What follows belongs to an exercise in optimizing a design on an open flow for small area, a short achievable clock period and few clock cycles per item; a production flow would make more cautious choices.
The RTL was checked by simulation tests, not by an equivalence proof against the original design.
Power is estimated from default activity; no workload was simulated.

==> flow/design.v, too long to show whole: its modules and the start of the top module <==
// module adaptive_pursuit_selector_core: 281 lines
// module apsel_pupd: 846 lines
// module apsel_top: 47 lines
module apsel_top (
  input  wire logic        clk,
  input  wire logic        rst,
  input  wire logic        req_valid,
  output logic             req_stall,
  input  wire logic        req_cmd,
  input  wire logic [2:0]  req_arm,
  input  wire logic [15:0] req_reward,
  input  wire logic [15:0] req_draw,
  output logic             res_valid,
  input  wire logic        res_stall,
  output logic [2:0]       res_chosen_arm,
  output logic [2:0]       res_best_arm,
  input  wire logic        psel,
  input  wire logic        penable,
  input  wire logic        pwrite,
  input  wire logic [2:0]  paddr,
  input  wire logic [31:0] pwdata,
  output logic [31:0]      prdata,
  output logic             pready
);
  // ...
==> flow/flow/run.sh <==
#!/bin/bash
# Layout: the standard flow (standard synthesis, floorplan, placement, CTS,
# routing), with plain buffers on the ports and a tighter setup target for the
# timing repair steps. The SDC is the design's, unchanged.
set -uo pipefail
bash standard.sh finish \
  SETUP_SLACK_MARGIN=8.0 \
  "BUFFER_PORTS_ARGS=-buffer_cell sky130_fd_sc_hd__buf_2" \
  > standard_flow.log 2>&1
status=$?
cp -r orfs/logs flow_logs 2>/dev/null || true
exit $status
==> flow/standard.sh <==
#!/bin/bash
# synth_recipe.tcl (not shown) runs the flow's synth.tcl, then flattens the netlist and writes it again
# the make line also repeats each setting of config.mk as NAME=value (left out here)
make -C /OpenROAD-flow-scripts/flow DESIGN_CONFIG=/design/flow/config.mk WORK_HOME=/design/flow/orfs CLKGATE_MAP_FILE= SYNTH_SCRIPT=/design/flow/synth_recipe.tcl "${@:-finish}"
==> flow/config.mk <==
export PLATFORM = sky130hd
export DESIGN_NAME = apsel_top
export DESIGN_NICKNAME = apsel_top
export VERILOG_FILES = /design/flow/design.v
export SDC_FILE = /design/flow/constraint.sdc
export NUM_CORES = 4
export LEC_CHECK = 0
export ABC_AREA = 1
export CAP_MARGIN = 20
export CORE_MARGIN = 2
export CORE_UTILIZATION = 40
export CTS_BUF_LIST = sky130_fd_sc_hd__clkbuf_4 sky130_fd_sc_hd__clkbuf_8
export SLEW_MARGIN = 20
==> flow/constraint.sdc <==
create_clock -name core_clock -period 14.0 [get_ports {clk}]
set_input_delay 2.8000 -clock core_clock [delete_from_list [all_inputs] [get_ports {clk}]]
set_output_delay 2.8000 -clock core_clock [all_outputs]
set_load 0.01 [all_outputs]
==> run summary, run 1 <==
status no timing/DRC/antenna violations; post-synthesis cell type count between 50 and 60; Site Rows 130; WP depth 4; clock sinks 439; Clk Latency, worst-skew pair around 0.73 ns; mux share of post-synthesis cell area 0%; Seq area share 19.37%; number of synthesized flops with an enable pin 187; Synth Area in Compound Gates between 15 and 20%; io pins 119; top sig layer met5; number of global-route vias before repair 42540; Hold Fails Final Rpt 0; Avg WL per Cell 22.31 um; DP Worst Slack ~7.1 ns; WL final ~170000 um; Synth async-reset ratio 0%; syn_area_per_cell 8.705 sq um; CP arrival between 3 and 4 ns; max_cap viols 0; Signal inverters 1115; initial antenna violation count 6; switching fraction of total power 50.99%; Buf+Inv Stages, Crit Path 3; Largest regs u_core.reward_estimate x128, u_core.pipe_d x68, u_core.grp_pn x64; met1 usage 33.48%
Testbench counts, summed over its fixed seeds: cycles 2,447, items 1,200.
==> run 2, diff against run 1 <==
==> flow/design.v (replaced) <==
`default_nettype none
package apsel_pkg;
  localparam int NUM_ARMS = 8;
  localparam int ARM_W    = (NUM_ARMS > 1) ? $clog2(NUM_ARMS) : 1;
  localparam int Q_W      = 16;
  localparam int PMIN_W   = 13;
  localparam int FIELD_W  = 3;
  localparam int Q_ONE_INT  = 65536;
  localparam int SHARE_INT  = Q_ONE_INT / NUM_ARMS;
  localparam logic [Q_W-1:0] PROB_RESET =
    Q_W'((SHARE_INT > Q_ONE_INT - 1) ? (Q_ONE_INT - 1) : SHARE_INT);
  localparam logic [PMIN_W-1:0] PMIN_RESET  = PMIN_W'(655);
  localparam logic [Q_W-1:0]    ALPHA_RESET = Q_W'(52429);
  localparam logic CMD_WRITE  = 1'b0;
  localparam logic CMD_SELECT = 1'b1;
  localparam logic REG_MIN_PROB   = 1'b0;
  localparam logic REG_LEARN_RATE = 1'b1;
  typedef struct packed {
    logic               cmd;
    logic [FIELD_W-1:0] arm;
    logic [Q_W-1:0]     reward;
    logic [Q_W-1:0]     random_draw;
  } req_t;
  typedef struct packed {
    logic [FIELD_W-1:0] chosen_arm;
    logic [FIELD_W-1:0] best_arm;
  } res_t;
endpackage
`default_nettype wire
`default_nettype none
module adaptive_pursuit_selector_core (
  input  wire logic               clk,
  input  wire logic               rst,
  input  wire logic               req_valid,
  output logic                    req_stall,
  input  wire apsel_pkg::req_t    req,
  output logic                    res_valid,
  input  wire logic               res_stall,
  output apsel_pkg::res_t         res,
  input  wire logic               psel,
  input  wire logic               penable,
  input  wire logic               pwrite,
  input  wire logic [2:0]         paddr,
  input  wire logic [31:0]        pwdata,
  output logic [31:0]             prdata,
  output logic                    pready
);
  localparam int Q_W    = apsel_pkg::Q_W;
  localparam int PMIN_W = apsel_pkg::PMIN_W;
  logic [PMIN_W-1:0]   min_probability;
  logic [Q_W-1:0]      learning_rate;
  logic [Q_W-1:0]      pmax;
  logic [Q_W-1:0]      reward_estimate [8];
  logic [Q_W-1:0]      grp_pn [4];     
  logic [16:0]         pipe_d [4];     
  logic [3:0]          pipe_tmax;      
  logic [3:0]          pipe_tmin;      
  logic                ph;             
  logic                upd_a;          
  logic                upd_b;          
  logic                rou_a;          
  logic                rou_b;          
  logic [2:0]          sel_best;
  logic [Q_W-1:0]      draw;
  logic [2:0]          rou_best;
  logic [Q_W-1:0]      rou_rem;        
  logic                rou_found;
  logic [1:0]          rou_arm;
  logic [5:0]          q_e [3];        
  logic [1:0]          q_wr;
  logic [1:0]          q_rd;
  logic [1:0]          q_cnt;
  logic                rst_d;          
  logic                pipe_tres;      
  logic [1:0]          outs;           
  function automatic logic [16:0] add16(input logic [15:0] a, input logic [15:0] b,
                                        input logic cin);
    logic [15:0] g, p, gg, pp;
    g  = a & b;
    p  = a ^ b;
    gg = g;
    pp = p;
    gg[0] = g[0] | (p[0] & cin);
    for (int l = 0; l < 4; l++) begin
      for (int i = 0; i < 16; i++) begin
        if (((i >> l) & 1) == 1) begin
          gg[i] = gg[i] | (pp[i] & gg[((i >> l) << l) - 1]);
          pp[i] = pp[i] & pp[((i >> l) << l) - 1];
        end
      end
    end
    add16 = {gg[15], p ^ {gg[14:0], cin}};
  endfunction
  function automatic logic ge16(input logic [15:0] a, input logic [15:0] b);
    logic [16:0] r;
    r = add16(a, ~b, 1'b1);
    ge16 = r[16];
  endfunction
  logic                cfg_wr;
  logic                sel_acc;
  logic                wr_acc;
  logic                res_take;
  assign pready  = 1'b1;
  assign cfg_wr  = psel && penable && pwrite;
  assign prdata  = paddr[2] ? 32'(learning_rate) : 32'(min_probability);
  assign req_stall = req.cmd && (!ph || (outs == 2'd3));
  assign sel_acc   = req_valid && req.cmd && ph && (outs != 2'd3);
  assign wr_acc    = req_valid && !req.cmd;
  assign res_valid      = (q_cnt != 2'd0);
  assign res.chosen_arm = q_e[q_rd][5:3];
  assign res.best_arm   = q_e[q_rd][2:0];
  assign res_take       = res_valid && !res_stall;
  logic [2:0]     b01, b23, b45, b67, b03, b47, best_now;
  logic [Q_W-1:0] v01, v23, v45, v67, v03, v47;
  always_comb begin
    b01 = ge16(reward_estimate[1], reward_estimate[0]) ? 3'd1 : 3'd0;
    v01 = ge16(reward_estimate[1], reward_estimate[0]) ? reward_estimate[1] : reward_estimate[0];
    b23 = ge16(reward_estimate[3], reward_estimate[2]) ? 3'd3 : 3'd2;
    v23 = ge16(reward_estimate[3], reward_estimate[2]) ? reward_estimate[3] : reward_estimate[2];
    b45 = ge16(reward_estimate[5], reward_estimate[4]) ? 3'd5 : 3'd4;
    v45 = ge16(reward_estimate[5], reward_estimate[4]) ? reward_estimate[5] : reward_estimate[4];
    b67 = ge16(reward_estimate[7], reward_estimate[6]) ? 3'd7 : 3'd6;
    v67 = ge16(reward_estimate[7], reward_estimate[6]) ? reward_estimate[7] : reward_estimate[6];
    b03 = ge16(v23, v01) ? b23 : b01;
    v03 = ge16(v23, v01) ? v23 : v01;
    b47 = ge16(v67, v45) ? b67 : b45;
    v47 = ge16(v67, v45) ? v67 : v45;
    best_now = ge16(v47, v03) ? b47 : b03;
  end
  logic [7:0] bo_one, bo_two, bo_neg;      
  logic       bo_neg8;                     
  logic [7:0] bn_one, bn_two, bn_neg;      
  logic       bn_neg8;
  always_comb begin
    logic [15:0] ae;
    logic        c;
    logic [2:0]  v;
    ae = (upd_a || upd_b) ? learning_rate : 16'h0000;
    c  = 1'b0;
    for (int k = 0; k < 8; k++) begin
      v = {1'b0, ae[2*k+1], 1'b0} + {2'b00, ae[2*k]} + {2'b00, c};
      bn_one[k] = (v == 3'd1);
      bn_two[k] = (v == 3'd2);
      bn_neg[k] = (v == 3'd3);
      c = ae[2*k+1] & (ae[2*k] | c);
    end
    bn_neg8 = !c;
  end
  logic [16:0]    d_now [4];
  logic [3:0]     tmax_now, tmin_now;
  logic [Q_W-1:0] t2 [4];
  logic [Q_W-1:0] p_next_n [4];
  always_comb begin
    for (int j = 0; j < 4; j++) begin
      logic [Q_W-1:0] t;
      tmax_now[j] = (upd_a || upd_b) && (sel_best == {ph, 2'(j)});
      tmin_now[j] = (upd_a || upd_b) && (sel_best != {ph, 2'(j)});
      t = ({Q_W{tmax_now[j]}} & pmax) | ({Q_W{tmin_now[j]}} & Q_W'(min_probability));
      d_now[j] = add16(t, grp_pn[j], 1'b1) ^ 17'h10000;
      t2[j] = ({Q_W{pipe_tmax[j]}} & pmax) | ({Q_W{pipe_tmin[j]}} & Q_W'(min_probability))
            | ({Q_W{pipe_tres}} & apsel_pkg::PROB_RESET);
    end
  end
  for (genvar j = 0; j < 4; j++) begin : g_upd
    apsel_pupd u_pupd (
      .tn   (~t2[j]),
      .d    (pipe_d[j]),
      .dn   (~pipe_d[j]),
      .one  (bo_one),
      .two  (bo_two),
      .neg  (bo_neg),
      .neg8 (bo_neg8),
      .qn   (p_next_n[j])
    );
  end
  logic [Q_W-1:0] rem [5];
  logic [3:0]     hit;
  logic [1:0]     hit_arm;
  always_comb begin
    rem[0] = rou_rem;
    for (int i = 0; i < 4; i++) begin
      logic [Q_W:0] r;
      r = add16(rem[i], grp_pn[i], 1'b1);
      hit[i]   = !r[Q_W];
      rem[i+1] = r[Q_W-1:0];
    end
    hit_arm = hit[0] ? 2'd0 : hit[1] ? 2'd1 : hit[2] ? 2'd2 : 2'd3;
  end
  always_ff @(posedge clk) begin
    if (rst) begin
      min_probability <= apsel_pkg::PMIN_RESET;
      learning_rate   <= apsel_pkg::ALPHA_RESET;
      pmax            <= 16'(65536 - 7 * 655);
      ph              <= 1'b0;
      upd_a           <= 1'b0;
      upd_b           <= 1'b0;
      rst_d           <= 1'b1;
      bo_one          <= '0;
      bo_two          <= '0;
      bo_neg          <= '0;
      bo_neg8         <= 1'b0;
      pipe_tmax       <= '0;
      pipe_tmin       <= '0;
      pipe_tres       <= 1'b1;
      rou_a           <= 1'b0;
      rou_b           <= 1'b0;
      q_cnt           <= '0;
      q_wr            <= '0;
      q_rd            <= '0;
      outs            <= '0;
    end else begin
      rst_d <= 1'b0;
      if (cfg_wr) begin
        if (!paddr[2]) begin
          min_probability <= pwdata[PMIN_W-1:0];
          pmax <= (pwdata[PMIN_W-1:0] == '0) ? 16'hFFFF
                : 16'(17'h10000 - 17'(pwdata[PMIN_W-1:0]) * 17'd7);
        end else begin
          learning_rate <= pwdata[Q_W-1:0];
        end
      end
      ph    <= !ph;
      upd_a <= sel_acc;
      upd_b <= upd_a;
      bo_one <= rst_d ? '0 : bn_one;
      bo_two <= rst_d ? '0 : bn_two;
      bo_neg <= rst_d ? '0 : bn_neg;
      bo_neg8 <= rst_d ? 1'b0 : bn_neg8;
      pipe_tmax <= rst_d ? '0 : tmax_now;
      pipe_tmin <= rst_d ? '0 : tmin_now;
      pipe_tres <= rst_d;
      rou_a <= upd_b;
      rou_b <= rou_a;
      q_cnt <= q_cnt + 2'(rou_b) - 2'(res_take);
      if (rou_b) q_wr <= (q_wr == 2'd2) ? 2'd0 : q_wr + 2'd1;
      if (res_take) q_rd <= (q_rd == 2'd2) ? 2'd0 : q_rd + 2'd1;
      outs  <= outs + 2'(sel_acc) - 2'(res_take);
    end
  end
  logic [Q_W-1:0] rew_wdata;
  assign rew_wdata = rst ? '0 : req.reward;
  always_ff @(posedge clk) begin
    for (int i = 0; i < 8; i++) begin
      if (rst || (wr_acc && req.arm == 3'(i))) reward_estimate[i] <= rew_wdata;
    end
  end
  logic [5:0] q_new;
  assign q_new = {rou_found ? {1'b0, rou_arm} : (|hit ? {1'b1, hit_arm} : 3'd0), rou_best};
  always_ff @(posedge clk) begin
    for (int j = 0; j < 4; j++) begin
      pipe_d[j] <= d_now[j];
      grp_pn[j] <= p_next_n[j];
    end
    if (rou_b) q_e[q_wr] <= q_new;
    if (sel_acc) begin
      sel_best <= best_now;
      draw     <= req.random_draw;
    end
    if (upd_b) begin
      rou_best <= sel_best;
      rou_rem  <= draw;
    end
    if (rou_a) begin
      rou_rem   <= rem[4];
      rou_found <= |hit;
      rou_arm   <= hit_arm;
    end
  end
endmodule
`default_nettype wire
`default_nettype none
module apsel_pupd (
  input  wire logic [15:0] tn,
  input  wire logic [16:0] d,
  input  wire logic [16:0] dn,
  input  wire logic [7:0]  one,
  input  wire logic [7:0]  two,
  input  wire logic [7:0]  neg,
  input  wire logic        neg8,
  output logic      [15:0] qn
);
  wire y1 = ~((one[0] & d[0]) | (neg[0] & dn[0]));
  wire y2 = ~((one[0] & d[1]) | (two[0] & d[0]) | (neg[0] & dn[1]));
  wire y3 = ~((one[0] & d[2]) | (two[0] & d[1]) | (neg[0] & dn[2]));
  wire y4 = ~((one[0] & d[3]) | (two[0] & d[2]) | (neg[0] & dn[3]));
  wire y5 = ~((one[0] & d[4]) | (two[0] & d[3]) | (neg[0] & dn[4]));
  wire y6 = ~((one[0] & d[5]) | (two[0] & d[4]) | (neg[0] & dn[5]));
  wire y7 = ~((one[0] & d[6]) | (two[0] & d[5]) | (neg[0] & dn[6]));
  wire y8 = ~((one[0] & d[7]) | (two[0] & d[6]) | (neg[0] & dn[7]));
  wire y9 = ~((one[0] & d[8]) | (two[0] & d[7]) | (neg[0] & dn[8]));
  wire y10 = ~((one[0] & d[9]) | (two[0] & d[8]) | (neg[0] & dn[9]));
  wire y11 = ~((one[0] & d[10]) | (two[0] & d[9]) | (neg[0] & dn[10]));
  wire y12 = ~((one[0] & d[11]) | (two[0] & d[10]) | (neg[0] & dn[11]));
  wire y13 = ~((one[0] & d[12]) | (two[0] & d[11]) | (neg[0] & dn[12]));
  wire y14 = ~((one[0] & d[13]) | (two[0] & d[12]) | (neg[0] & dn[13]));
  wire y15 = ~((one[0] & d[14]) | (two[0] & d[13]) | (neg[0] & dn[14]));
  wire y16 = ~((one[0] & d[15]) | (two[0] & d[14]) | (neg[0] & dn[15]));
  wire y17 = ~((one[0] & d[16]) | (two[0] & d[15]) | (neg[0] & dn[16]));
  wire y18 = ~((one[0] & d[16]) | (two[0] & d[16]) | (neg[0] & dn[16]));
  wire s19 = ~y18;
  wire y20 = ~((one[1] & d[0]) | (neg[1] & dn[0]));
  wire y21 = ~((one[1] & d[1]) | (two[1] & d[0]) | (neg[1] & dn[1]));
  wire y22 = ~((one[1] & d[2]) | (two[1] & d[1]) | (neg[1] & dn[2]));
  wire y23 = ~((one[1] & d[3]) | (two[1] & d[2]) | (neg[1] & dn[3]));
  wire y24 = ~((one[1] & d[4]) | (two[1] & d[3]) | (neg[1] & dn[4]));
  wire y25 = ~((one[1] & d[5]) | (two[1] & d[4]) | (neg[1] & dn[5]));
  wire y26 = ~((one[1] & d[6]) | (two[1] & d[5]) | (neg[1] & dn[6]));
  wire y27 = ~((one[1] & d[7]) | (two[1] & d[6]) | (neg[1] & dn[7]));
  wire y28 = ~((one[1] & d[8]) | (two[1] & d[7]) | (neg[1] & dn[8]));
  wire y29 = ~((one[1] & d[9]) | (two[1] & d[8]) | (neg[1] & dn[9]));
  wire y30 = ~((one[1] & d[10]) | (two[1] & d[9]) | (neg[1] & dn[10]));
  wire y31 = ~((one[1] & d[11]) | (two[1] & d[10]) | (neg[1] & dn[11]));
  wire y32 = ~((one[1] & d[12]) | (two[1] & d[11]) | (neg[1] & dn[12]));
  wire y33 = ~((one[1] & d[13]) | (two[1] & d[12]) | (neg[1] & dn[13]));
  wire y34 = ~((one[1] & d[14]) | (two[1] & d[13]) | (neg[1] & dn[14]));
  wire y35 = ~((one[1] & d[15]) | (two[1] & d[14]) | (neg[1] & dn[15]));
  wire y36 = ~((one[1] & d[16]) | (two[1] & d[15]) | (neg[1] & dn[16]));
  wire y37 = ~((one[1] & d[16]) | (two[1] & d[16]) | (neg[1] & dn[16]));
  wire s38 = ~y37;
  wire y39 = ~((one[2] & d[0]) | (neg[2] & dn[0]));
  wire y40 = ~((one[2] & d[1]) | (two[2] & d[0]) | (neg[2] & dn[1]));
  wire y41 = ~((one[2] & d[2]) | (two[2] & d[1]) | (neg[2] & dn[2]));
  wire y42 = ~((one[2] & d[3]) | (two[2] & d[2]) | (neg[2] & dn[3]));
  wire y43 = ~((one[2] & d[4]) | (two[2] & d[3]) | (neg[2] & dn[4]));
  wire y44 = ~((one[2] & d[5]) | (two[2] & d[4]) | (neg[2] & dn[5]));
  wire y45 = ~((one[2] & d[6]) | (two[2] & d[5]) | (neg[2] & dn[6]));
  wire y46 = ~((one[2] & d[7]) | (two[2] & d[6]) | (neg[2] & dn[7]));
  wire y47 = ~((one[2] & d[8]) | (two[2] & d[7]) | (neg[2] & dn[8]));
  wire y48 = ~((one[2] & d[9]) | (two[2] & d[8]) | (neg[2] & dn[9]));
  wire y49 = ~((one[2] & d[10]) | (two[2] & d[9]) | (neg[2] & dn[10]));
  wire y50 = ~((one[2] & d[11]) | (two[2] & d[10]) | (neg[2] & dn[11]));
  wire y51 = ~((one[2] & d[12]) | (two[2] & d[11]) | (neg[2] & dn[12]));
  wire y52 = ~((one[2] & d[13]) | (two[2] & d[12]) | (neg[2] & dn[13]));
  wire y53 = ~((one[2] & d[14]) | (two[2] & d[13]) | (neg[2] & dn[14]));
  wire y54 = ~((one[2] & d[15]) | (two[2] & d[14]) | (neg[2] & dn[15]));
  wire y55 = ~((one[2] & d[16]) | (two[2] & d[15]) | (neg[2] & dn[16]));
  wire y56 = ~((one[2] & d[16]) | (two[2] & d[16]) | (neg[2] & dn[16]));
  wire s57 = ~y56;
  wire y58 = ~((one[3] & d[0]) | (neg[3] & dn[0]));
  wire y59 = ~((one[3] & d[1]) | (two[3] & d[0]) | (neg[3] & dn[1]));
  wire y60 = ~((one[3] & d[2]) | (two[3] & d[1]) | (neg[3] & dn[2]));
  wire y61 = ~((one[3] & d[3]) | (two[3] & d[2]) | (neg[3] & dn[3]));
  wire y62 = ~((one[3] & d[4]) | (two[3] & d[3]) | (neg[3] & dn[4]));
  wire y63 = ~((one[3] & d[5]) | (two[3] & d[4]) | (neg[3] & dn[5]));
  wire y64 = ~((one[3] & d[6]) | (two[3] & d[5]) | (neg[3] & dn[6]));
  wire y65 = ~((one[3] & d[7]) | (two[3] & d[6]) | (neg[3] & dn[7]));
  wire y66 = ~((one[3] & d[8]) | (two[3] & d[7]) | (neg[3] & dn[8]));
  wire y67 = ~((one[3] & d[9]) | (two[3] & d[8]) | (neg[3] & dn[9]));
  wire y68 = ~((one[3] & d[10]) | (two[3] & d[9]) | (neg[3] & dn[10]));
  wire y69 = ~((one[3] & d[11]) | (two[3] & d[10]) | (neg[3] & dn[11]));
  wire y70 = ~((one[3] & d[12]) | (two[3] & d[11]) | (neg[3] & dn[12]));
  wire y71 = ~((one[3] & d[13]) | (two[3] & d[12]) | (neg[3] & dn[13]));
  wire y72 = ~((one[3] & d[14]) | (two[3] & d[13]) | (neg[3] & dn[14]));
  wire y73 = ~((one[3] & d[15]) | (two[3] & d[14]) | (neg[3] & dn[15]));
  wire y74 = ~((one[3] & d[16]) | (two[3] & d[15]) | (neg[3] & dn[16]));
  wire y75 = ~((one[3] & d[16]) | (two[3] & d[16]) | (neg[3] & dn[16]));
  wire s76 = ~y75;
  wire y77 = ~((one[4] & d[0]) | (neg[4] & dn[0]));
  wire y78 = ~((one[4] & d[1]) | (two[4] & d[0]) | (neg[4] & dn[1]));
  wire y79 = ~((one[4] & d[2]) | (two[4] & d[1]) | (neg[4] & dn[2]));
  wire y80 = ~((one[4] & d[3]) | (two[4] & d[2]) | (neg[4] & dn[3]));
  wire y81 = ~((one[4] & d[4]) | (two[4] & d[3]) | (neg[4] & dn[4]));
  wire y82 = ~((one[4] & d[5]) | (two[4] & d[4]) | (neg[4] & dn[5]));
  wire y83 = ~((one[4] & d[6]) | (two[4] & d[5]) | (neg[4] & dn[6]));
  wire y84 = ~((one[4] & d[7]) | (two[4] & d[6]) | (neg[4] & dn[7]));
  wire y85 = ~((one[4] & d[8]) | (two[4] & d[7]) | (neg[4] & dn[8]));
  wire y86 = ~((one[4] & d[9]) | (two[4] & d[8]) | (neg[4] & dn[9]));
  wire y87 = ~((one[4] & d[10]) | (two[4] & d[9]) | (neg[4] & dn[10]));
  wire y88 = ~((one[4] & d[11]) | (two[4] & d[10]) | (neg[4] & dn[11]));
  wire y89 = ~((one[4] & d[12]) | (two[4] & d[11]) | (neg[4] & dn[12]));
  wire y90 = ~((one[4] & d[13]) | (two[4] & d[12]) | (neg[4] & dn[13]));
  wire y91 = ~((one[4] & d[14]) | (two[4] & d[13]) | (neg[4] & dn[14]));
  wire y92 = ~((one[4] & d[15]) | (two[4] & d[14]) | (neg[4] & dn[15]));
  wire y93 = ~((one[4] & d[16]) | (two[4] & d[15]) | (neg[4] & dn[16]));
  wire y94 = ~((one[4] & d[16]) | (two[4] & d[16]) | (neg[4] & dn[16]));
  wire s95 = ~y94;
  wire y96 = ~((one[5] & d[0]) | (neg[5] & dn[0]));
  wire y97 = ~((one[5] & d[1]) | (two[5] & d[0]) | (neg[5] & dn[1]));
  wire y98 = ~((one[5] & d[2]) | (two[5] & d[1]) | (neg[5] & dn[2]));
  wire y99 = ~((one[5] & d[3]) | (two[5] & d[2]) | (neg[5] & dn[3]));
  wire y100 = ~((one[5] & d[4]) | (two[5] & d[3]) | (neg[5] & dn[4]));
  wire y101 = ~((one[5] & d[5]) | (two[5] & d[4]) | (neg[5] & dn[5]));
  wire y102 = ~((one[5] & d[6]) | (two[5] & d[5]) | (neg[5] & dn[6]));
  wire y103 = ~((one[5] & d[7]) | (two[5] & d[6]) | (neg[5] & dn[7]));
  wire y104 = ~((one[5] & d[8]) | (two[5] & d[7]) | (neg[5] & dn[8]));
  wire y105 = ~((one[5] & d[9]) | (two[5] & d[8]) | (neg[5] & dn[9]));
  wire y106 = ~((one[5] & d[10]) | (two[5] & d[9]) | (neg[5] & dn[10]));
  wire y107 = ~((one[5] & d[11]) | (two[5] & d[10]) | (neg[5] & dn[11]));
  wire y108 = ~((one[5] & d[12]) | (two[5] & d[11]) | (neg[5] & dn[12]));
  wire y109 = ~((one[5] & d[13]) | (two[5] & d[12]) | (neg[5] & dn[13]));
  wire y110 = ~((one[5] & d[14]) | (two[5] & d[13]) | (neg[5] & dn[14]));
  wire y111 = ~((one[5] & d[15]) | (two[5] & d[14]) | (neg[5] & dn[15]));
  wire y112 = ~((one[5] & d[16]) | (two[5] & d[15]) | (neg[5] & dn[16]));
  wire y113 = ~((one[5] & d[16]) | (two[5] & d[16]) | (neg[5] & dn[16]));
  wire s114 = ~y113;
  wire y115 = ~((one[6] & d[0]) | (neg[6] & dn[0]));
  wire y116 = ~((one[6] & d[1]) | (two[6] & d[0]) | (neg[6] & dn[1]));
  wire y117 = ~((one[6] & d[2]) | (two[6] & d[1]) | (neg[6] & dn[2]));
  wire y118 = ~((one[6] & d[3]) | (two[6] & d[2]) | (neg[6] & dn[3]));
  wire y119 = ~((one[6] & d[4]) | (two[6] & d[3]) | (neg[6] & dn[4]));
  wire y120 = ~((one[6] & d[5]) | (two[6] & d[4]) | (neg[6] & dn[5]));
  wire y121 = ~((one[6] & d[6]) | (two[6] & d[5]) | (neg[6] & dn[6]));
  wire y122 = ~((one[6] & d[7]) | (two[6] & d[6]) | (neg[6] & dn[7]));
  wire y123 = ~((one[6] & d[8]) | (two[6] & d[7]) | (neg[6] & dn[8]));
  wire y124 = ~((one[6] & d[9]) | (two[6] & d[8]) | (neg[6] & dn[9]));
  wire y125 = ~((one[6] & d[10]) | (two[6] & d[9]) | (neg[6] & dn[10]));
  wire y126 = ~((one[6] & d[11]) | (two[6] & d[10]) | (neg[6] & dn[11]));
  wire y127 = ~((one[6] & d[12]) | (two[6] & d[11]) | (neg[6] & dn[12]));
  wire y128 = ~((one[6] & d[13]) | (two[6] & d[12]) | (neg[6] & dn[13]));
  wire y129 = ~((one[6] & d[14]) | (two[6] & d[13]) | (neg[6] & dn[14]));
  wire y130 = ~((one[6] & d[15]) | (two[6] & d[14]) | (neg[6] & dn[15]));
  wire y131 = ~((one[6] & d[16]) | (two[6] & d[15]) | (neg[6] & dn[16]));
  wire y132 = ~((one[6] & d[16]) | (two[6] & d[16]) | (neg[6] & dn[16]));
  wire s133 = ~y132;
  wire y134 = ~((one[7] & d[0]) | (neg[7] & dn[0]));
  wire y135 = ~((one[7] & d[1]) | (two[7] & d[0]) | (neg[7] & dn[1]));
  wire y136 = ~((one[7] & d[2]) | (two[7] & d[1]) | (neg[7] & dn[2]));
  wire y137 = ~((one[7] & d[3]) | (two[7] & d[2]) | (neg[7] & dn[3]));
  wire y138 = ~((one[7] & d[4]) | (two[7] & d[3]) | (neg[7] & dn[4]));
  wire y139 = ~((one[7] & d[5]) | (two[7] & d[4]) | (neg[7] & dn[5]));
  wire y140 = ~((one[7] & d[6]) | (two[7] & d[5]) | (neg[7] & dn[6]));
  wire y141 = ~((one[7] & d[7]) | (two[7] & d[6]) | (neg[7] & dn[7]));
  wire y142 = ~((one[7] & d[8]) | (two[7] & d[7]) | (neg[7] & dn[8]));
  wire y143 = ~((one[7] & d[9]) | (two[7] & d[8]) | (neg[7] & dn[9]));
  wire y144 = ~((one[7] & d[10]) | (two[7] & d[9]) | (neg[7] & dn[10]));
  wire y145 = ~((one[7] & d[11]) | (two[7] & d[10]) | (neg[7] & dn[11]));
  wire y146 = ~((one[7] & d[12]) | (two[7] & d[11]) | (neg[7] & dn[12]));
  wire y147 = ~((one[7] & d[13]) | (two[7] & d[12]) | (neg[7] & dn[13]));
  wire y148 = ~((one[7] & d[14]) | (two[7] & d[13]) | (neg[7] & dn[14]));
  wire y149 = ~((one[7] & d[15]) | (two[7] & d[14]) | (neg[7] & dn[15]));
  wire y150 = ~((one[7] & d[16]) | (two[7] & d[15]) | (neg[7] & dn[16]));
  wire y151 = ~((one[7] & d[16]) | (two[7] & d[16]) | (neg[7] & dn[16]));
  wire r152 = ~neg8 | d[0];
  wire r153 = ~neg8 | d[1];
  wire r154 = ~neg8 | d[2];
  wire r155 = ~neg8 | d[3];
  wire r156 = ~neg8 | d[4];
  wire r157 = ~neg8 | d[5];
  wire r158 = ~neg8 | d[6];
  wire r159 = ~neg8 | d[7];
  wire r160 = ~neg8 | d[8];
  wire r161 = ~neg8 | d[9];
  wire r162 = ~neg8 | d[10];
  wire r163 = ~neg8 | d[11];
  wire r164 = ~neg8 | d[12];
  wire r165 = ~neg8 | d[13];
  wire r166 = ~neg8 | d[14];
  wire r167 = ~neg8 | d[15];
  wire s168 = 1'b1 ^ y15;
  wire c169 = 1'b1 & y15;
  wire s170 = 1'b1 ^ y16;
  wire c171 = 1'b1 & y16;
  wire x172 = 1'b1 ^ y17;
  wire s173 = x172 ^ y34;
  wire c174 = (1'b1 & y17) | (y34 & x172);
  wire x175 = y51 ^ y68;
  wire s176 = x175 ^ y85;
  wire c177 = (y51 & y68) | (y85 & x175);
  wire s178 = y102 ^ y119;
  wire c179 = y102 & y119;
  wire x180 = s19 ^ y35;
  wire s181 = x180 ^ y52;
  wire c182 = (s19 & y35) | (y52 & x180);
  wire x183 = y69 ^ y86;
  wire s184 = x183 ^ y103;
  wire c185 = (y69 & y86) | (y103 & x183);
  wire x186 = 1'b1 ^ y36;
  wire s187 = x186 ^ y53;
  wire c188 = (1'b1 & y36) | (y53 & x186);
  wire s189 = y70 ^ y87;
  wire c190 = y70 & y87;
  wire x191 = s38 ^ y54;
  wire s192 = x191 ^ y71;
  wire c193 = (s38 & y54) | (y71 & x191);
  wire s194 = 1'b1 ^ y55;
  wire c195 = 1'b1 & y55;
  wire s196 = 1'b1 ^ y9;
  wire c197 = 1'b1 & y9;
  wire s198 = 1'b1 ^ y10;
  wire c199 = 1'b1 & y10;
  wire x200 = 1'b1 ^ y11;
  wire s201 = x200 ^ y28;
  wire c202 = (1'b1 & y11) | (y28 & x200);
  wire s203 = y45 ^ y62;
  wire c204 = y45 & y62;
  wire x205 = 1'b1 ^ y12;
  wire s206 = x205 ^ y29;
  wire c207 = (1'b1 & y12) | (y29 & x205);
  wire s208 = y46 ^ y63;
  wire c209 = y46 & y63;
  wire x210 = 1'b1 ^ y13;
  wire s211 = x210 ^ y30;
  wire c212 = (1'b1 & y13) | (y30 & x210);
  wire x213 = y47 ^ y64;
  wire s214 = x213 ^ y81;
  wire c215 = (y47 & y64) | (y81 & x213);
  wire s216 = y98 ^ y115;
  wire c217 = y98 & y115;
  wire x218 = 1'b1 ^ y14;
  wire s219 = x218 ^ y31;
  wire c220 = (1'b1 & y14) | (y31 & x218);
  wire x221 = y48 ^ y65;
  wire s222 = x221 ^ y82;
  wire c223 = (y48 & y65) | (y82 & x221);
  wire s224 = y99 ^ y116;
  wire c225 = y99 & y116;
  wire x226 = s168 ^ y32;
  wire s227 = x226 ^ y49;
  wire c228 = (s168 & y32) | (y49 & x226);
  wire x229 = y66 ^ y83;
  wire s230 = x229 ^ y100;
  wire c231 = (y66 & y83) | (y100 & x229);
  wire x232 = y117 ^ y134;
  wire s233 = x232 ^ ~neg[7];
  wire c234 = (y117 & y134) | (~neg[7] & x232);
  wire x235 = s170 ^ y33;
  wire s236 = x235 ^ y50;
  wire c237 = (s170 & y33) | (y50 & x235);
  wire x238 = y67 ^ y84;
  wire s239 = x238 ^ y101;
  wire c240 = (y67 & y84) | (y101 & x238);
  wire x241 = y118 ^ y135;
  wire s242 = x241 ^ c169;
  wire c243 = (y118 & y135) | (c169 & x241);
  wire x244 = s173 ^ s176;
  wire s245 = x244 ^ s178;
  wire c246 = (s173 & s176) | (s178 & x244);
  wire x247 = y136 ^ r152;
  wire s248 = x247 ^ ~neg8;
  wire c249 = (y136 & r152) | (~neg8 & x247);
  wire x250 = tn[0] ^ dn[16];
  wire s251 = x250 ^ c171;
  wire c252 = (tn[0] & dn[16]) | (c171 & x250);
  wire x253 = s181 ^ s184;
  wire s254 = x253 ^ y120;
  wire c255 = (s181 & s184) | (y120 & x253);
  wire x256 = y137 ^ r153;
  wire s257 = x256 ^ tn[1];
  wire c258 = (y137 & r153) | (tn[1] & x256);
  wire x259 = c174 ^ c177;
  wire s260 = x259 ^ c179;
  wire c261 = (c174 & c177) | (c179 & x259);
  wire x262 = s187 ^ s189;
  wire s263 = x262 ^ y104;
  wire c264 = (s187 & s189) | (y104 & x262);
  wire x265 = y121 ^ y138;
  wire s266 = x265 ^ r154;
  wire c267 = (y121 & y138) | (r154 & x265);
  wire x268 = tn[2] ^ c182;
  wire s269 = x268 ^ c185;
  wire c270 = (tn[2] & c182) | (c185 & x268);
  wire x271 = s192 ^ y88;
  wire s272 = x271 ^ y105;
  wire c273 = (s192 & y88) | (y105 & x271);
  wire x274 = y122 ^ y139;
  wire s275 = x274 ^ r155;
  wire c276 = (y122 & y139) | (r155 & x274);
  wire x277 = tn[3] ^ c188;
  wire s278 = x277 ^ c190;
  wire c279 = (tn[3] & c188) | (c190 & x277);
  wire x280 = s194 ^ y72;
  wire s281 = x280 ^ y89;
  wire c282 = (s194 & y72) | (y89 & x280);
  wire x283 = y106 ^ y123;
  wire s284 = x283 ^ y140;
  wire c285 = (y106 & y123) | (y140 & x283);
  wire x286 = r156 ^ tn[4];
  wire s287 = x286 ^ c193;
  wire c288 = (r156 & tn[4]) | (c193 & x286);
  wire x289 = s57 ^ y73;
  wire s290 = x289 ^ y90;
  wire c291 = (s57 & y73) | (y90 & x289);
  wire x292 = y107 ^ y124;
  wire s293 = x292 ^ y141;
  wire c294 = (y107 & y124) | (y141 & x292);
  wire x295 = r157 ^ tn[5];
  wire s296 = x295 ^ c195;
  wire c297 = (r157 & tn[5]) | (c195 & x295);
  wire x298 = 1'b1 ^ y74;
  wire s299 = x298 ^ y91;
  wire c300 = (1'b1 & y74) | (y91 & x298);
  wire x301 = y108 ^ y125;
  wire s302 = x301 ^ y142;
  wire c303 = (y108 & y125) | (y142 & x301);
  wire s304 = r158 ^ tn[6];
  wire c305 = r158 & tn[6];
  wire x306 = s76 ^ y92;
  wire s307 = x306 ^ y109;
  wire c308 = (s76 & y92) | (y109 & x306);
  wire x309 = y126 ^ y143;
  wire s310 = x309 ^ r159;
  wire c311 = (y126 & y143) | (r159 & x309);
  wire x312 = 1'b1 ^ y93;
  wire s313 = x312 ^ y110;
  wire c314 = (1'b1 & y93) | (y110 & x312);
  wire s315 = y127 ^ y144;
  wire c316 = y127 & y144;
  wire x317 = s95 ^ y111;
  wire s318 = x317 ^ y128;
  wire c319 = (s95 & y111) | (y128 & x317);
  wire s320 = 1'b1 ^ y112;
  wire c321 = 1'b1 & y112;
  wire s322 = 1'b1 ^ y5;
  wire c323 = 1'b1 & y5;
  wire s324 = 1'b1 ^ y6;
  wire c325 = 1'b1 & y6;
  wire x326 = 1'b1 ^ y7;
  wire s327 = x326 ^ y24;
  wire c328 = (1'b1 & y7) | (y24 & x326);
  wire s329 = y41 ^ y58;
  wire c330 = y41 & y58;
  wire x331 = 1'b1 ^ y8;
  wire s332 = x331 ^ y25;
  wire c333 = (1'b1 & y8) | (y25 & x331);
  wire s334 = y42 ^ y59;
  wire c335 = y42 & y59;
  wire x336 = s196 ^ y26;
  wire s337 = x336 ^ y43;
  wire c338 = (s196 & y26) | (y43 & x336);
  wire x339 = y60 ^ y77;
  wire s340 = x339 ^ ~neg[4];
  wire c341 = (y60 & y77) | (~neg[4] & x339);
  wire x342 = s198 ^ y27;
  wire s343 = x342 ^ y44;
  wire c344 = (s198 & y27) | (y44 & x342);
  wire x345 = y61 ^ y78;
  wire s346 = x345 ^ c197;
  wire c347 = (y61 & y78) | (c197 & x345);
  wire x348 = s201 ^ s203;
  wire s349 = x348 ^ y79;
  wire c350 = (s201 & s203) | (y79 & x348);
  wire x351 = y96 ^ ~neg[5];
  wire s352 = x351 ^ c199;
  wire c353 = (y96 & ~neg[5]) | (c199 & x351);
  wire x354 = s206 ^ s208;
  wire s355 = x354 ^ y80;
  wire c356 = (s206 & s208) | (y80 & x354);
  wire x357 = y97 ^ c202;
  wire s358 = x357 ^ c204;
  wire c359 = (y97 & c202) | (c204 & x357);
  wire x360 = s211 ^ s214;
  wire s361 = x360 ^ s216;
  wire c362 = (s211 & s214) | (s216 & x360);
  wire x363 = ~neg[6] ^ c207;
  wire s364 = x363 ^ c209;
  wire c365 = (~neg[6] & c207) | (c209 & x363);
  wire x366 = s219 ^ s222;
  wire s367 = x366 ^ s224;
  wire c368 = (s219 & s222) | (s224 & x366);
  wire x369 = c212 ^ c215;
  wire s370 = x369 ^ c217;
  wire c371 = (c212 & c215) | (c217 & x369);
  wire x372 = s227 ^ s230;
  wire s373 = x372 ^ s233;
  wire c374 = (s227 & s230) | (s233 & x372);
  wire x375 = c220 ^ c223;
  wire s376 = x375 ^ c225;
  wire c377 = (c220 & c223) | (c225 & x375);
  wire x378 = s236 ^ s239;
  wire s379 = x378 ^ s242;
  wire c380 = (s236 & s239) | (s242 & x378);
  wire x381 = c228 ^ c231;
  wire s382 = x381 ^ c234;
  wire c383 = (c228 & c231) | (c234 & x381);
  wire x384 = s245 ^ s248;
  wire s385 = x384 ^ s251;
  wire c386 = (s245 & s248) | (s251 & x384);
  wire x387 = c237 ^ c240;
  wire s388 = x387 ^ c243;
  wire c389 = (c237 & c240) | (c243 & x387);
  wire x390 = s254 ^ s257;
  wire s391 = x390 ^ s260;
  wire c392 = (s254 & s257) | (s260 & x390);
  wire x393 = c246 ^ c249;
  wire s394 = x393 ^ c252;
  wire c395 = (c246 & c249) | (c252 & x393);
  wire x396 = s263 ^ s266;
  wire s397 = x396 ^ s269;
  wire c398 = (s263 & s266) | (s269 & x396);
  wire x399 = c255 ^ c258;
  wire s400 = x399 ^ c261;
  wire c401 = (c255 & c258) | (c261 & x399);
  wire x402 = s272 ^ s275;
  wire s403 = x402 ^ s278;
  wire c404 = (s272 & s275) | (s278 & x402);
  wire x405 = c264 ^ c267;
  wire s406 = x405 ^ c270;
  wire c407 = (c264 & c267) | (c270 & x405);
  wire x408 = s281 ^ s284;
  wire s409 = x408 ^ s287;
  wire c410 = (s281 & s284) | (s287 & x408);
  wire x411 = c273 ^ c276;
  wire s412 = x411 ^ c279;
  wire c413 = (c273 & c276) | (c279 & x411);
  wire x414 = s290 ^ s293;
  wire s415 = x414 ^ s296;
  wire c416 = (s290 & s293) | (s296 & x414);
  wire x417 = c282 ^ c285;
  wire s418 = x417 ^ c288;
  wire c419 = (c282 & c285) | (c288 & x417);
  wire x420 = s299 ^ s302;
  wire s421 = x420 ^ s304;
  wire c422 = (s299 & s302) | (s304 & x420);
  wire x423 = c291 ^ c294;
  wire s424 = x423 ^ c297;
  wire c425 = (c291 & c294) | (c297 & x423);
  wire x426 = s307 ^ s310;
  wire s427 = x426 ^ tn[7];
  wire c428 = (s307 & s310) | (tn[7] & x426);
  wire x429 = c300 ^ c303;
  wire s430 = x429 ^ c305;
  wire c431 = (c300 & c303) | (c305 & x429);
  wire x432 = s313 ^ s315;
  wire s433 = x432 ^ r160;
  wire c434 = (s313 & s315) | (r160 & x432);
  wire x435 = tn[8] ^ c308;
  wire s436 = x435 ^ c311;
  wire c437 = (tn[8] & c308) | (c311 & x435);
  wire x438 = s318 ^ y145;
  wire s439 = x438 ^ r161;
  wire c440 = (s318 & y145) | (r161 & x438);
  wire x441 = tn[9] ^ c314;
  wire s442 = x441 ^ c316;
  wire c443 = (tn[9] & c314) | (c316 & x441);
  wire x444 = s320 ^ y129;
  wire s445 = x444 ^ y146;
  wire c446 = (s320 & y129) | (y146 & x444);
  wire x447 = r162 ^ tn[10];
  wire s448 = x447 ^ c319;
  wire c449 = (r162 & tn[10]) | (c319 & x447);
  wire x450 = s114 ^ y130;
  wire s451 = x450 ^ y147;
  wire c452 = (s114 & y130) | (y147 & x450);
  wire x453 = r163 ^ tn[11];
  wire s454 = x453 ^ c321;
  wire c455 = (r163 & tn[11]) | (c321 & x453);
  wire x456 = 1'b1 ^ y131;
  wire s457 = x456 ^ y148;
  wire c458 = (1'b1 & y131) | (y148 & x456);
  wire s459 = r164 ^ tn[12];
  wire c460 = r164 & tn[12];
  wire x461 = s133 ^ y149;
  wire s462 = x461 ^ r165;
  wire c463 = (s133 & y149) | (r165 & x461);
  wire s464 = 1'b1 ^ y150;
  wire c465 = 1'b1 & y150;
  wire s466 = 1'b1 ^ y151;
  wire c467 = 1'b1 & y151;
  wire s468 = 1'b1 ^ y1;
  wire c469 = 1'b1 & y1;
  wire s470 = 1'b1 ^ y3;
  wire c471 = 1'b1 & y3;
  wire s472 = 1'b1 ^ y4;
  wire c473 = 1'b1 & y4;
  wire x474 = s322 ^ y22;
  wire s475 = x474 ^ y39;
  wire c476 = (s322 & y22) | (y39 & x474);
  wire x477 = s324 ^ y23;
  wire s478 = x477 ^ y40;
  wire c479 = (s324 & y23) | (y40 & x477);
  wire x480 = s327 ^ s329;
  wire s481 = x480 ^ ~neg[3];
  wire c482 = (s327 & s329) | (~neg[3] & x480);
  wire x483 = s332 ^ s334;
  wire s484 = x483 ^ c328;
  wire c485 = (s332 & s334) | (c328 & x483);
  wire x486 = s337 ^ s340;
  wire s487 = x486 ^ c333;
  wire c488 = (s337 & s340) | (c333 & x486);
  wire x489 = s343 ^ s346;
  wire s490 = x489 ^ c338;
  wire c491 = (s343 & s346) | (c338 & x489);
  wire x492 = s349 ^ s352;
  wire s493 = x492 ^ c344;
  wire c494 = (s349 & s352) | (c344 & x492);
  wire x495 = s355 ^ s358;
  wire s496 = x495 ^ c350;
  wire c497 = (s355 & s358) | (c350 & x495);
  wire x498 = s361 ^ s364;
  wire s499 = x498 ^ c356;
  wire c500 = (s361 & s364) | (c356 & x498);
  wire x501 = s367 ^ s370;
  wire s502 = x501 ^ c362;
  wire c503 = (s367 & s370) | (c362 & x501);
  wire x504 = s373 ^ s376;
  wire s505 = x504 ^ c368;
  wire c506 = (s373 & s376) | (c368 & x504);
  wire x507 = s379 ^ s382;
  wire s508 = x507 ^ c374;
  wire c509 = (s379 & s382) | (c374 & x507);
  wire x510 = s385 ^ s388;
  wire s511 = x510 ^ c380;
  wire c512 = (s385 & s388) | (c380 & x510);
  wire x513 = s391 ^ s394;
  wire s514 = x513 ^ c386;
  wire c515 = (s391 & s394) | (c386 & x513);
  wire x516 = s397 ^ s400;
  wire s517 = x516 ^ c392;
  wire c518 = (s397 & s400) | (c392 & x516);
  wire x519 = s403 ^ s406;
  wire s520 = x519 ^ c398;
  wire c521 = (s403 & s406) | (c398 & x519);
  wire x522 = s409 ^ s412;
  wire s523 = x522 ^ c404;
  wire c524 = (s409 & s412) | (c404 & x522);
  wire x525 = s415 ^ s418;
  wire s526 = x525 ^ c410;
  wire c527 = (s415 & s418) | (c410 & x525);
  wire x528 = s421 ^ s424;
  wire s529 = x528 ^ c416;
  wire c530 = (s421 & s424) | (c416 & x528);
  wire x531 = s427 ^ s430;
  wire s532 = x531 ^ c422;
  wire c533 = (s427 & s430) | (c422 & x531);
  wire x534 = s433 ^ s436;
  wire s535 = x534 ^ c428;
  wire c536 = (s433 & s436) | (c428 & x534);
  wire x537 = s439 ^ s442;
  wire s538 = x537 ^ c434;
  wire c539 = (s439 & s442) | (c434 & x537);
  wire x540 = s445 ^ s448;
  wire s541 = x540 ^ c440;
  wire c542 = (s445 & s448) | (c440 & x540);
  wire x543 = s451 ^ s454;
  wire s544 = x543 ^ c446;
  wire c545 = (s451 & s454) | (c446 & x543);
  wire x546 = s457 ^ s459;
  wire s547 = x546 ^ c452;
  wire c548 = (s457 & s459) | (c452 & x546);
  wire x549 = s462 ^ tn[13];
  wire s550 = x549 ^ c458;
  wire c551 = (s462 & tn[13]) | (c458 & x549);
  wire x552 = s464 ^ r166;
  wire s553 = x552 ^ tn[14];
  wire c554 = (s464 & r166) | (tn[14] & x552);
  wire x555 = s466 ^ r167;
  wire s556 = x555 ^ tn[15];
  wire c557 = (s466 & r167) | (tn[15] & x555);
  wire s558 = s468 ^ ~neg[0];
  wire c559 = s468 & ~neg[0];
  wire x560 = 1'b1 ^ y2;
  wire s561 = x560 ^ c469;
  wire c562 = (1'b1 & y2) | (c469 & x560);
  wire x563 = s470 ^ y20;
  wire s564 = x563 ^ ~neg[1];
  wire c565 = (s470 & y20) | (~neg[1] & x563);
  wire x566 = s472 ^ y21;
  wire s567 = x566 ^ c471;
  wire c568 = (s472 & y21) | (c471 & x566);
  wire x569 = s475 ^ ~neg[2];
  wire s570 = x569 ^ c473;
  wire c571 = (s475 & ~neg[2]) | (c473 & x569);
  wire x572 = s478 ^ c323;
  wire s573 = x572 ^ c476;
  wire c574 = (s478 & c323) | (c476 & x572);
  wire x575 = s481 ^ c325;
  wire s576 = x575 ^ c479;
  wire c577 = (s481 & c325) | (c479 & x575);
  wire x578 = s484 ^ c330;
  wire s579 = x578 ^ c482;
  wire c580 = (s484 & c330) | (c482 & x578);
  wire x581 = s487 ^ c335;
  wire s582 = x581 ^ c485;
  wire c583 = (s487 & c335) | (c485 & x581);
  wire x584 = s490 ^ c341;
  wire s585 = x584 ^ c488;
  wire c586 = (s490 & c341) | (c488 & x584);
  wire x587 = s493 ^ c347;
  wire s588 = x587 ^ c491;
  wire c589 = (s493 & c347) | (c491 & x587);
  wire x590 = s496 ^ c353;
  wire s591 = x590 ^ c494;
  wire c592 = (s496 & c353) | (c494 & x590);
  wire x593 = s499 ^ c359;
  wire s594 = x593 ^ c497;
  wire c595 = (s499 & c359) | (c497 & x593);
  wire x596 = s502 ^ c365;
  wire s597 = x596 ^ c500;
  wire c598 = (s502 & c365) | (c500 & x596);
  wire x599 = s505 ^ c371;
  wire s600 = x599 ^ c503;
  wire c601 = (s505 & c371) | (c503 & x599);
  wire x602 = s508 ^ c377;
  wire s603 = x602 ^ c506;
  wire c604 = (s508 & c377) | (c506 & x602);
  wire x605 = s511 ^ c383;
  wire s606 = x605 ^ c509;
  wire c607 = (s511 & c383) | (c509 & x605);
  wire x608 = s514 ^ c389;
  wire s609 = x608 ^ c512;
  wire c610 = (s514 & c389) | (c512 & x608);
  wire x611 = s517 ^ c395;
  wire s612 = x611 ^ c515;
  wire c613 = (s517 & c395) | (c515 & x611);
  wire x614 = s520 ^ c401;
  wire s615 = x614 ^ c518;
  wire c616 = (s520 & c401) | (c518 & x614);
  wire x617 = s523 ^ c407;
  wire s618 = x617 ^ c521;
  wire c619 = (s523 & c407) | (c521 & x617);
  wire x620 = s526 ^ c413;
  wire s621 = x620 ^ c524;
  wire c622 = (s526 & c413) | (c524 & x620);
  wire x623 = s529 ^ c419;
  wire s624 = x623 ^ c527;
  wire c625 = (s529 & c419) | (c527 & x623);
  wire x626 = s532 ^ c425;
  wire s627 = x626 ^ c530;
  wire c628 = (s532 & c425) | (c530 & x626);
  wire x629 = s535 ^ c431;
  wire s630 = x629 ^ c533;
  wire c631 = (s535 & c431) | (c533 & x629);
  wire x632 = s538 ^ c437;
  wire s633 = x632 ^ c536;
  wire c634 = (s538 & c437) | (c536 & x632);
  wire x635 = s541 ^ c443;
  wire s636 = x635 ^ c539;
  wire c637 = (s541 & c443) | (c539 & x635);
  wire x638 = s544 ^ c449;
  wire s639 = x638 ^ c542;
  wire c640 = (s544 & c449) | (c542 & x638);
  wire x641 = s547 ^ c455;
  wire s642 = x641 ^ c545;
  wire c643 = (s547 & c455) | (c545 & x641);
  wire x644 = s550 ^ c460;
  wire s645 = x644 ^ c548;
  wire c646 = (s550 & c460) | (c548 & x644);
  wire x647 = s553 ^ c463;
  wire s648 = x647 ^ c551;
  wire c649 = (s553 & c463) | (c551 & x647);
  wire x650 = s556 ^ c465;
  wire s651 = x650 ^ c554;
  wire c652 = (s556 & c465) | (c554 & x650);
  wire g653 = s558 & d[16];
  wire x654 = s558 ^ d[16];
  wire g655 = s561 & c559;
  wire x656 = s561 ^ c559;
  wire g657 = s564 & c562;
  wire x658 = s564 ^ c562;
  wire g659 = s567 & c565;
  wire x660 = s567 ^ c565;
  wire g661 = s570 & c568;
  wire x662 = s570 ^ c568;
  wire g663 = s573 & c571;
  wire x664 = s573 ^ c571;
  wire g665 = s576 & c574;
  wire x666 = s576 ^ c574;
  wire g667 = s579 & c577;
  wire x668 = s579 ^ c577;
  wire g669 = s582 & c580;
  wire x670 = s582 ^ c580;
  wire g671 = s585 & c583;
  wire x672 = s585 ^ c583;
  wire g673 = s588 & c586;
  wire x674 = s588 ^ c586;
  wire g675 = s591 & c589;
  wire x676 = s591 ^ c589;
  wire g677 = s594 & c592;
  wire x678 = s594 ^ c592;
  wire g679 = s597 & c595;
  wire x680 = s597 ^ c595;
  wire g681 = s600 & c598;
  wire x682 = s600 ^ c598;
  wire g683 = s603 & c601;
  wire x684 = s603 ^ c601;
  wire g685 = s606 & c604;
  wire x686 = s606 ^ c604;
  wire g687 = s609 & c607;
  wire x688 = s609 ^ c607;
  wire g689 = s612 & c610;
  wire x690 = s612 ^ c610;
  wire g691 = s615 & c613;
  wire x692 = s615 ^ c613;
  wire g693 = s618 & c616;
  wire x694 = s618 ^ c616;
  wire g695 = s621 & c619;
  wire x696 = s621 ^ c619;
  wire g697 = s624 & c622;
  wire x698 = s624 ^ c622;
  wire g699 = s627 & c625;
  wire x700 = s627 ^ c625;
  wire g701 = s630 & c628;
  wire x702 = s630 ^ c628;
  wire g703 = s633 & c631;
  wire x704 = s633 ^ c631;
  wire g705 = s636 & c634;
  wire x706 = s636 ^ c634;
  wire g707 = s639 & c637;
  wire x708 = s639 ^ c637;
  wire g709 = s642 & c640;
  wire x710 = s642 ^ c640;
  wire g711 = s645 & c643;
  wire x712 = s645 ^ c643;
  wire g713 = s648 & c646;
  wire x714 = s648 ^ c646;
  wire g715 = s651 & c649;
  wire x716 = s651 ^ c649;
  wire G717 = g655 | (x656 & g653);
  wire P718 = x656 & x654;
  wire G719 = g659 | (x660 & g657);
  wire P720 = x660 & x658;
  wire G721 = g663 | (x664 & g661);
  wire P722 = x664 & x662;
  wire G723 = g667 | (x668 & g665);
  wire P724 = x668 & x666;
  wire G725 = g671 | (x672 & g669);
  wire P726 = x672 & x670;
  wire G727 = g675 | (x676 & g673);
  wire P728 = x676 & x674;
  wire G729 = g679 | (x680 & g677);
  wire P730 = x680 & x678;
  wire G731 = g683 | (x684 & g681);
  wire P732 = x684 & x682;
  wire G733 = G719 | (P720 & G717);
  wire P734 = P720 & P718;
  wire G735 = G723 | (P724 & G721);
  wire P736 = P724 & P722;
  wire G737 = G727 | (P728 & G725);
  wire P738 = P728 & P726;
  wire G739 = G731 | (P732 & G729);
  wire P740 = P732 & P730;
  wire G741 = G735 | (P736 & G733);
  wire P742 = P736 & P734;
  wire G743 = G739 | (P740 & G737);
  wire P744 = P740 & P738;
  wire G745 = G743 | (P744 & G741);
  wire P746 = P744 & P742;
  wire G747 = g687 | (x688 & g685);
  wire P748 = x688 & x686;
  wire G749 = g691 | (x692 & g689);
  wire P750 = x692 & x690;
  wire G751 = g695 | (x696 & g693);
  wire P752 = x696 & x694;
  wire G753 = g699 | (x700 & g697);
  wire P754 = x700 & x698;
  wire G755 = g703 | (x704 & g701);
  wire P756 = x704 & x702;
  wire G757 = g707 | (x708 & g705);
  wire P758 = x708 & x706;
  wire G759 = g711 | (x712 & g709);
  wire P760 = x712 & x710;
  wire G761 = g715 | (x716 & g713);
  wire P762 = x716 & x714;
  wire G763 = g689 | (x690 & G747);
  wire P764 = x690 & P748;
  wire G765 = G749 | (P750 & G747);
  wire P766 = P750 & P748;
  wire G767 = g697 | (x698 & G751);
  wire P768 = x698 & P752;
  wire G769 = G753 | (P754 & G751);
  wire P770 = P754 & P752;
  wire G771 = g705 | (x706 & G755);
  wire P772 = x706 & P756;
  wire G773 = G757 | (P758 & G755);
  wire P774 = P758 & P756;
  wire G775 = g713 | (x714 & G759);
  wire P776 = x714 & P760;
  wire G777 = G761 | (P762 & G759);
  wire P778 = P762 & P760;
  wire G779 = g693 | (x694 & G765);
  wire P780 = x694 & P766;
  wire G781 = G751 | (P752 & G765);
  wire P782 = P752 & P766;
  wire G783 = G767 | (P768 & G765);
  wire P784 = P768 & P766;
  wire G785 = G769 | (P770 & G765);
  wire P786 = P770 & P766;
  wire G787 = g709 | (x710 & G773);
  wire P788 = x710 & P774;
  wire G789 = G759 | (P760 & G773);
  wire P790 = P760 & P774;
  wire G791 = G775 | (P776 & G773);
  wire P792 = P776 & P774;
  wire G793 = G777 | (P778 & G773);
  wire P794 = P778 & P774;
  wire G795 = g701 | (x702 & G785);
  wire P796 = x702 & P786;
  wire G797 = G755 | (P756 & G785);
  wire P798 = P756 & P786;
  wire G799 = G771 | (P772 & G785);
  wire P800 = P772 & P786;
  wire G801 = G773 | (P774 & G785);
  wire P802 = P774 & P786;
  wire G803 = G787 | (P788 & G785);
  wire P804 = P788 & P786;
  wire G805 = G789 | (P790 & G785);
  wire P806 = P790 & P786;
  wire G807 = G791 | (P792 & G785);
  wire P808 = P792 & P786;
  wire G809 = G793 | (P794 & G785);
  wire P810 = P794 & P786;
  wire C811 = g685 | (x686 & G745);
  wire C812 = G747 | (P748 & G745);
  wire C813 = G763 | (P764 & G745);
  wire C814 = G765 | (P766 & G745);
  wire C815 = G779 | (P780 & G745);
  wire C816 = G781 | (P782 & G745);
  wire C817 = G783 | (P784 & G745);
  wire C818 = G785 | (P786 & G745);
  wire C819 = G795 | (P796 & G745);
  wire C820 = G797 | (P798 & G745);
  wire C821 = G799 | (P800 & G745);
  wire C822 = G801 | (P802 & G745);
  wire C823 = G803 | (P804 & G745);
  wire C824 = G805 | (P806 & G745);
  wire C825 = G807 | (P808 & G745);
  assign qn[0] = x686 ^ G745;
  assign qn[1] = x688 ^ C811;
  assign qn[2] = x690 ^ C812;
  assign qn[3] = x692 ^ C813;
  assign qn[4] = x694 ^ C814;
  assign qn[5] = x696 ^ C815;
  assign qn[6] = x698 ^ C816;
  assign qn[7] = x700 ^ C817;
  assign qn[8] = x702 ^ C818;
  assign qn[9] = x704 ^ C819;
  assign qn[10] = x706 ^ C820;
  assign qn[11] = x708 ^ C821;
  assign qn[12] = x710 ^ C822;
  assign qn[13] = x712 ^ C823;
  assign qn[14] = x714 ^ C824;
  assign qn[15] = x716 ^ C825;
endmodule
`default_nettype wire
`default_nettype none
module apsel_top (
  input  wire logic        clk,
  input  wire logic        rst,
  input  wire logic        req_valid,
  output logic             req_stall,
  input  wire logic        req_cmd,
  input  wire logic [2:0]  req_arm,
  input  wire logic [15:0] req_reward,
  input  wire logic [15:0] req_draw,
  output logic             res_valid,
  input  wire logic        res_stall,
  output logic [2:0]       res_chosen_arm,
  output logic [2:0]       res_best_arm,
  input  wire logic        psel,
  input  wire logic        penable,
  input  wire logic        pwrite,
  input  wire logic [2:0]  paddr,
  input  wire logic [31:0] pwdata,
  output logic [31:0]      prdata,
  output logic             pready
);
  apsel_pkg::req_t req;
  apsel_pkg::res_t res;
  assign req.cmd         = req_cmd;
  assign req.arm         = req_arm;
  assign req.reward      = req_reward;
  assign req.random_draw = req_draw;
  assign res_chosen_arm = res.chosen_arm;
  assign res_best_arm   = res.best_arm;
  adaptive_pursuit_selector_core u_core (
    .clk       (clk),
    .rst       (rst),
    .req_valid (req_valid),
    .req_stall (req_stall),
    .req       (req),
    .res_valid (res_valid),
    .res_stall (res_stall),
    .res       (res),
    .psel      (psel),
    .penable   (penable),
    .pwrite    (pwrite),
    .paddr     (paddr),
    .pwdata    (pwdata),
    .prdata    (prdata),
    .pready    (pready)
  );
endmodule
`default_nettype wire
==> flow/config.mk (replaced) <==
export PLATFORM = sky130hd
export DESIGN_NAME = apsel_top
export DESIGN_NICKNAME = apsel_top
export VERILOG_FILES = /design/flow/design.v
export SDC_FILE = /design/flow/constraint.sdc
export NUM_CORES = 4
export LEC_CHECK = 0
export ABC_AREA = 1
export CAP_MARGIN = 20
export CORE_MARGIN = 2
export CORE_UTILIZATION = 40
export SLEW_MARGIN = 20
==> run 2 against run 1 <==
Count of clock-buffer cells in the layout down 59. Register-to-register slack gained 0.02 ns. Non-clock buffer count up 28. First-iteration DRC count up 30%. Still clean. Via count shrank 1.3%. Global-route usage is 0.19 points higher.
==> run summary, run 2 <==
Synth async-reset ratio 0% (unchanged); Crit. End Element output port (unchanged); largest net degree at the start of global routing 52 (was 48); Final nets 6883 (was 7081); share of cells above drive strength 1 10.31% (was 9.252%); Post-Synthesis Cell Area 49120 sq um (was 50930 sq um); Register Area 10230 sq um (was 10730 sq um); prevailing post-synth register cell dfxtp_1 (unchanged); Biggest register u_core.reward_estimate (unchanged); Syn-to-layout area delta 10.05% (was 8.796%); flip-flop count of the largest register after layout 128 (unchanged); switching fraction of total power 51.15% (was 50.99%); initial antenna violation count 1 (was 6); Synth top cells by count inv_1 (1073), nand2_1 (680), fa_1 (573), ha_1 (500), o21ai_0 (458) (was inv_1 (1057), nand2_1 (718), fa_1 (627), ha_1 (577), a21oi_1 (409)); final number of max-transition violations 0 (unchanged); vias after detailed routing 42050 (was 42590); Worst-Margin Slew 1.078 ns (was 1.053 ns); Worst setup SP type input port (unchanged); Synth top area share 23.35% (was 24.65%); Bufs on Longest Clock Path 3 (unchanged); Worst path max stage delay 0.17 ns (was 0.14 ns); Fin Setup TNS 0 ns (unchanged); Multi-input gate area 33670 sq um (was 34940 sq um); power share of the clock group 11.0% (was 12.0%); grt ovf 0 (unchanged); die width 354.4 um (was 360.8 um); tightest hold margin 0.4434 ns (was 0.4398 ns); CP arrival 3.22 ns (was 3.34 ns); post-route minimum period 6.025 ns (was 6.143 ns); core box area 121900 sq um (was 126100 sq um); Detail Route Antenna Nets 0 (unchanged); Hold Fails Final Rpt 0 (unchanged); Internal 0.005979 W (was 0.005502 W); Hold Path Class register to register (unchanged); clk_skew 0.04704 ns (was 0.06252 ns); Reg power frac 17.1% (was 20.3%); WL final 167000 um (was 167500 um); root buffer cell clkbuf_16 (was clkbuf_8); Clock H-tree levels 2 (was 3); Worst Setup Path Type input port to output port (unchanged); number of synthesized flops with an enable pin 187 (unchanged); flops & latches, synth 414 (was 439); Ys Warns 14 (was 16); syn_area_per_cell 8.460 sq um (was 8.705 sq um); crit path cell chain buf_16, o21ai_2, buf_2 (was buf_16, buf_4, o21ai_4, buf_6); top-count cell post-synth inv_1 (unchanged); post-synthesis cell type count 53 (was 52); chip height 354.4 um (was 360.8 um); fmax 166.0 MHz (was 162.8 MHz); IO Port Bufs 83 (unchanged); io pins 119 (unchanged); relative slew slack 27.55% (was 29.25%); Worst EP required 11.20 ns (about the same); leakage 24.39 nW (was 25.21 nW); number of global-route vias before repair 41620 (was 42540); first-pass GRT wire length 250800 um (was 257500 um); net switching power 0.006260 W (was 0.005725 W); Post-Synthesis Cells 5807 (was 5850); area leader, netlist fa_1 (unchanged); clock sinks 414 (was 439); # DRC 0 (unchanged); commonest non-fill, non-tap cell in the layout inv_1 (unchanged); Largest regs u_core.reward_estimate x128, u_core.pipe_d x68, u_core.grp_pn x64 (unchanged); post-route clock period utilization 43.03% (was 43.88%); Avg WL per Cell 22.58 um (was 22.31 um); status no timing/DRC/antenna violations (unchanged); Initial DRT Pass Iterations 7 (unchanged); Placed Cells 7244 (was 7330); TritonCTS clock tree yes (unchanged); Final Instance Count excl. Fillers 7395 (was 7511); largest cells by area after synthesis fa_1 (23%), ha_1 (13%), edfxtp_1 (11%), dfxtp_1 (9.3%), inv_1 (8.2%) (was fa_1 (25%), ha_1 (14%), edfxtp_1 (11%), dfxtp_1 (9.9%), inv_1 (7.8%)); clock slew at reported path FFs 0.06 ns (about the same); Site Rows 128 (was 130); filler cell count 11770 (was 12340); Final setup viols 0 (unchanged); Vias/cell 5.687 (was 5.671); Initial Util 40.31% (was 40.40%); VDD IR-drop max 0.0003873 V (was 0.0002841 V); Pwr Density 226.4 nW/um^2 (was 202.6 nW/um^2); setup repair after global routing missed its margin yes (unchanged); Combinational Power Share 71.9% (was 67.7%); crit-path max FO 7 (was 8); CP max-delay cell buf_2 (was buf_4); HPWL after DPL 118400 um (was 125700 um); max_cap viols 0 (unchanged); GRT Total Usage 26.01% (was 25.82%); CTS Buf Count 48 (was 79); Die Area 125600 sq um (was 130200 sq um); Starting DRT DRC Count 5463 (was 4208); final weighted congestion in routability-driven placement 0.9556 (was 0.9581); Clk Latency, worst-skew pair 0.64 ns (was 0.73 ns); most frequent cells in the layout inv_1 (1047), nand2_1 (662), fa_1 (567) (was inv_1 (1041), nand2_1 (705), fa_1 (627)); Seq/Total Area, Yosys 20.68% (was 20.93%)
[run 2: cell count changes after synthesis, moves of 22 or more]
cell      before  now
xnor2_1       44   77
dfxtp_1      252  227
fa_1         627  573
o21ai_0      315  458
nand2_2       12   46
clkbuf_1     314  337
o22ai_1      307  259
ha_1         577  500
a21oi_1      409  341
nand2_1      718  680
a221oi_1      65   28
a22oi_1       60  172
nor2_1       240  218
o221ai_1     138   90
[run 2: cell type report]
class                           instances  area share, %
Multi-Input combinational cell       3885          62.28
Sequential cell                       414          18.92
Inverter                             1127          8.086
Timing Repair Buffer                  252          3.828
Tap cell                             1625          3.761
Clock buffer                           62          2.469
Clock inverter                         25         0.6041
Timing Repair inverter                  4        0.04860
Antenna cell                            1       0.004629
[run 2: kinds of logic after synthesis]
family | after synthesis | synth area share [%]
AO/OA/AOI/OAI | 1532 | 19.10
XOR/XNOR | 182 | 3.245
adder cells (fa/ha/maj) | 1073 | 36.09
buffers and inverters | 1523 | 11.77
flip-flops | 414 | 20.68
other | 2 | 0.01529
AND/OR/NAND/NOR | 1081 | 9.100
[run 2: routing by layer]
| metal | share of wire [%] | wire length (um) | up-vias | track usage [%] |
|---|---|---|---|---|
| met5 | 0 | 0 | - | 0 |
| met4 | 5.4 | 9095 | 0 | 11.56 |
| met3 | 11 | 17790 | 545 | 5.640 |
| met2 | 44 | 73890 | 2427 | 40.98 |
| met1 | 40 | 66220 | 20040 | 34.31 |
| li1 | - | - | 19040 | - |
[run 2: power by group through the flow]
stage | Combinational, W | Sequential [W] | Clock, W
finish | 0.00880 | 0.00210 | 0.00134
global route | 0.00976 | 0.00210 | 0.00141
CTS | 0.00821 | 0.00204 | 0.00137
detailed placement | 0.00771 | 0.00206 | 0
global placement | 0.00759 | 0.00206 | 0
floorplan | 0.00595 | 0.00171 | 0
[run 2: per-stage QoR]
stage	cell area (sq um)	setup slack, ns	total power, W	utilization [%]
6_report	54060	7.975	0.01224	44.36
3_5_place_dp	50960	6.963	0.009767	41.81
4_1_cts	53140	7.979	0.01162	43.60
3_3_place_gp	50960	7.071	0.009648	41.81
2_1_floorplan	49250	7.967	0.007656	-
5_1_grt	54060	7.870	0.01327	44.36
[run 2: critical path: cells and delay by family]
family	cells	cell delay [ns]
AOI/OAI and AO/OA	1	0.12
buffers and inverters	2	0.30
[run 2: timing repair]
item | 4_1_cts | 5_1_grt
pin swaps | 29 | 15
resized for setup | 100 | 157
gates cloned | 4 | 6
hold buffers | 0 | 0
buffers inserted | 15 | 38
setup endpoints to repair | 87 | 70
[run 2: worst paths after layout]
| kind | start | endpoint | slack, ns | cells after the start |
|---|---|---|---|---|
| max reg2reg | u_core.bo_one[3]$_SDFF_PP0_ | u_core.grp_pn[1][12]$_DFF_P_ | 8.12 | 20 |
| max | paddr[2] | prdata[6] | 7.98 | 3 |
| min reg2reg | u_core.upd_a$_SDFF_PP0_ | u_core.upd_b$_SDFF_PP0_ | 0.44 | 2 |
| min | u_core.upd_a$_SDFF_PP0_ | u_core.upd_b$_SDFF_PP0_ | 0.44 | 2 |
Testbench counts of run 2, summed over its fixed seeds: cycles 2,447, items 1,200.

## what the ideal ports hide
The results above use ideal ports. As a check the final layouts listed here were re-extracted and re-timed, cells and wires unchanged. Step 1, drivers: a clkbuf_16 drives clk and a buf_2 each remaining input, both assumed. Step 2, shift: input delay + t, output delay - t, t = (earliest + latest rising clock arrival at the registers) / 2. This alone moves slack from input paths to output paths. Slacks: ideal / step 1 / step 2; pairs: ideal / step 1.
run | t, ns | setup slack, ns
run 1 | 0.760 | 7.857 / 7.661 / 7.588
run 2 | 0.684 | 7.975 / 7.694 / 7.694
After both steps setup and hold are still met in every run listed.
